Context: an optimization exercise on an open-source flow, tuned for small area and a short achievable clock period. The choices shown serve that exercise and are no tape-out recipe. RTL that was checked went through simulation tests only; none was proved equivalent to the original. Power is estimated from default activity; no workload was simulated.

Design convPoolLayer, start of the top module:
module convPoolLayer (
    input  logic               clock,
    input  logic               rstN,
    input  logic               pixValid,
    input  cnnPkg::pixelT      pixData,
    input  logic               coefValid,
    input  cnnPkg::coefWriteT  coefWr,
    output logic               poolValid,
    output cnnPkg::poolSampleT poolOut
);
Size in the first run: ~2200 cells after synthesis, about 33000 sq um of cells after synthesis.
Settings: LEC_CHECK=0, CAP_MARGIN=20, CORE_MARGIN=2, CORE_UTILIZATION=65, CTS_CLUSTER_DIAMETER=80, CTS_CLUSTER_SIZE=20, SETUP_SLACK_MARGIN=4.0, SLEW_MARGIN=20, SYNTH_HIERARCHICAL=1; clock period 6.5 ns.
run.sh (not shown) runs the stock make flow with config.mk's settings and CLKGATE_MAP_FILE= SYNTH_SCRIPT=/design/flow/synth_recipe.tcl, a recipe that flattens the netlist after the stock synthesis.
Then changed:
SETUP_SLACK_MARGIN = 3.6   (was 4.0)
Result:
- The new run ran to the end with no violations
- hold slack hardly moves
- synthesized area is unchanged
- clock skew stays flat
- maximum frequency drops by 10%
- die area stays the same
- sequential power climbs by about 0.6%
- via count drops by 3.7%
- count of clock-buffer cells in the layout is unchanged
Then changed:
CTS_CLUSTER_DIAMETER = 100   (was 80)
CTS_CLUSTER_SIZE = 25   (was 20)
SETUP_SLACK_MARGIN = 4.0   (was 3.6)
Effect: Worst setup slack gains 270 ps; fmax climbs by roughly a tenth; final area grows by a few percent.
Function was not checked in any run of this note: the RTL went through the layout flow alone.

Another version of the RTL of convPoolLayer (not shown whole).
Size in the first run: roughly 2200 cells after synthesis, ~49 I/O pins, ~33000 um2 of cells after synthesis.
==> flow/config.mk <==
export PLATFORM = sky130hd
export DESIGN_NAME = convPoolLayer
export DESIGN_NICKNAME = convPoolLayer
export VERILOG_FILES = /design/flow/design.v
export SDC_FILE = /design/flow/constraint.sdc
export NUM_CORES = 4
export LEC_CHECK = 0
export CAP_MARGIN = 20
export CORE_MARGIN = 2
export CORE_UTILIZATION = 65
export CTS_BUF_LIST = sky130_fd_sc_hd__clkbuf_4 sky130_fd_sc_hd__clkbuf_8
export SETUP_SLACK_MARGIN = 4.0
export SLEW_MARGIN = 20
export SYNTH_HIERARCHICAL = 1
==> flow/constraint.sdc <==
create_clock -name core_clock -period 6.5 [get_ports {clock}]
set_input_delay 1.3000 -clock core_clock [delete_from_list [all_inputs] [get_ports {clock}]]
set_output_delay 1.3000 -clock core_clock [all_outputs]
set_load 0.01 [all_outputs]
Change:
Settings changed: CTS_BUF_LIST sky130_fd_sc_hd__clkbuf_4 sky130_fd_sc_hd__clkbuf_8 to unset.
Setup slack is better by 0.066 ns.
Final cell count went down by 2.2%.
Via count is about the same.
Clock skew decreases by 0.017 ns.
Clock-buffer cell count drops by 65.
Combinational power stays flat.
Power fell by 0.39%.
Wire length barely changes.
Change:
Settings changed: CORE_UTILIZATION 65 to 40.
Effect:
- final cell count increases by 12%
- sequential share of layout area decreases by 0.63 points
- sequential power is about the same
- clock skew increases by 0.011 ns
- wire length increases by 3.5%

== run A ==
convPoolLayer, a different RTL version from the one above (not shown whole).
For scale: ~2200 cells after synthesis, roughly 49 I/O pins, about 31000 sq um of cells after synthesis.
Settings: LEC_CHECK=0, CAP_MARGIN=20, CORE_MARGIN=2, CORE_UTILIZATION=65, CTS_CLUSTER_DIAMETER=80, CTS_CLUSTER_SIZE=20, SETUP_SLACK_MARGIN=3.9, SLEW_MARGIN=20, SYNTH_HIERARCHICAL=1; clock period 6.5 ns.
Run A did not stop at any stage, and its layout met the timing, DRC and antenna checks.
[inputs] run B vs run A
# run A
export LEC_CHECK = 0
export CAP_MARGIN = 20
export CORE_MARGIN = 2
export CORE_UTILIZATION = 65
export CTS_CLUSTER_DIAMETER = 80
export CTS_CLUSTER_SIZE = 20
export SETUP_SLACK_MARGIN = 3.9
export SLEW_MARGIN = 20
export SYNTH_HIERARCHICAL = 1
create_clock -name core_clock -period 6.5 [get_ports {clock}]
# run B
export LEC_CHECK = 0
export CAP_MARGIN = 20
export CORE_MARGIN = 2
export CORE_UTILIZATION = 65
export CTS_CLUSTER_DIAMETER = 80
export CTS_CLUSTER_SIZE = 20
export SETUP_SLACK_MARGIN = 4.0
export SLEW_MARGIN = 20
export SYNTH_HIERARCHICAL = 1
create_clock -name core_clock -period 6.5 [get_ports {clock}]
==> run summary <==
- Run A → run B: sequential cell area share essentially unchanged; slack of the critical path increased 77 ps; top fanout value on the critical path essentially unchanged; total routing usage reported by global routing essentially unchanged; first-iteration DRC count increased 85.
- Run B and run A ended up with roughly the same global-route wire length before repair.
- Summary — ratio of final minimum period to clock period, run B relative to run A: lower, by 1.2 points.
- Summary of run B over run A: total number of vias rose 66; final hold slack about even; peak clock frequency supported by timing rose 12 MHz.
- On met1 usage in global routing, run B and run A are basically level.
For run C, these inputs were changed with respect to run B:
# run B
export LEC_CHECK = 0
export CAP_MARGIN = 20
export CORE_MARGIN = 2
export CORE_UTILIZATION = 65
export CTS_CLUSTER_DIAMETER = 80
export CTS_CLUSTER_SIZE = 20
export SETUP_SLACK_MARGIN = 4.0
export SLEW_MARGIN = 20
export SYNTH_HIERARCHICAL = 1
create_clock -name core_clock -period 6.5 [get_ports {clock}]
# run C
export LEC_CHECK = 0
export CAP_MARGIN = 20
export CORE_MARGIN = 2
export CORE_UTILIZATION = 65
export CTS_CLUSTER_DIAMETER = 80
export CTS_CLUSTER_SIZE = 20
export SETUP_SLACK_MARGIN = 4.0
export SLEW_MARGIN = 20
export SYNTH_HIERARCHICAL = 1
export TNS_END_PERCENT = 30
create_clock -name core_clock -period 6.5 [get_ports {clock}]
==> comparison <==
- Any difference in via count normalized by instance count between run B and run C is small enough to ignore.
- Delta (run C minus run B): first-iteration DRC count saw a decrease, leakage power saw little to no change, worst setup slack saw a decrease, power dissipated by switching net loads saw little to no change, total placed cells including tap cells saw little to no change.
- Compared with run B, non-clock buffer count in run C decreased by a few percent.
The inputs of run D differ from those of run C as listed below.
# run C
export LEC_CHECK = 0
export CAP_MARGIN = 20
export CORE_MARGIN = 2
export CORE_UTILIZATION = 65
export CTS_CLUSTER_DIAMETER = 80
export CTS_CLUSTER_SIZE = 20
export SETUP_SLACK_MARGIN = 4.0
export SLEW_MARGIN = 20
export SYNTH_HIERARCHICAL = 1
export TNS_END_PERCENT = 30
create_clock -name core_clock -period 6.5 [get_ports {clock}]
# run D
export LEC_CHECK = 0
export CAP_MARGIN = 20
export CORE_MARGIN = 2
export CORE_UTILIZATION = 75
export CTS_CLUSTER_DIAMETER = 80
export CTS_CLUSTER_SIZE = 20
export PLACE_DENSITY = 0.72
export SETUP_SLACK_MARGIN = 4.0
export SLEW_MARGIN = 20
export SYNTH_HIERARCHICAL = 1
create_clock -name core_clock -period 6.5 [get_ports {clock}]
### Flow results
- From run C to run D the numbers moved as follows: combinational power +about 4.4%; final cycle utilization of the critical path higher; maximum vdd ir drop picked up an extra 31%; net count of the finished layout saw an increase; final cell count -2.6%.
- Cmp run D vs run C: proportion of power drawn by the clock network lower in run D
- Run C and run D ended up with roughly the same cell area.
- Share of the core filled with cells: run D > run C
- The setup slack of run D is lower than that of run C.

what the ideal ports hide:
The results above use ideal ports. As a check the final layouts listed here were re-extracted and re-timed, cells and wires unchanged.
Step 1 assumes that a clkbuf_16 drives the clock port and a buf_2 every other input.
Step 2 moves the port delays by t, midway between the first and last clock arrival at a register: inputs arrive t later, outputs are due t later. That takes back most of the time a late clock gives input paths.
Three values: no drivers, after step 1, after step 2; two values: the first two.
| run | t (ns) | setup slack, ns | slew at the worst register clock pin (ns) |
|---|---|---|---|
| the first run of note 1 | 0.656 | 3.971 / 3.971 / 3.500 | 0.09 / 0.09 |
| the second run of note 1 | 0.654 | 3.690 / 3.629 / 3.249 | 0.09 / 0.09 |
| the third run of note 1 | 0.679 | 3.956 / 3.956 / 3.461 | 0.11 / 0.11 |
| the first run of note 2 | 0.774 | 3.905 / 3.905 / 3.475 | 0.07 / 0.07 |
| the second run of note 2 | 0.664 | 3.970 / 3.970 / 3.519 | 0.07 / 0.07 |
| the third run of note 2 | 0.691 | 3.952 / 3.952 / 3.447 | 0.06 / 0.06 |
| run A | 0.639 | 3.940 / 3.880 / 3.514 | 0.08 / 0.08 |
| run B | 0.639 | 4.018 / 3.957 / 3.508 | 0.09 / 0.09 |
| run C | 0.639 | 3.952 / 3.891 / 3.506 | 0.08 / 0.08 |
| run D | 0.643 | 3.928 / 3.868 / 3.483 | 0.09 / 0.09 |
After both steps setup and hold are still met in every run listed. The setup slack of run B, which loses most, moves by -0.061 ns with the drivers and by -0.510 ns with both steps.
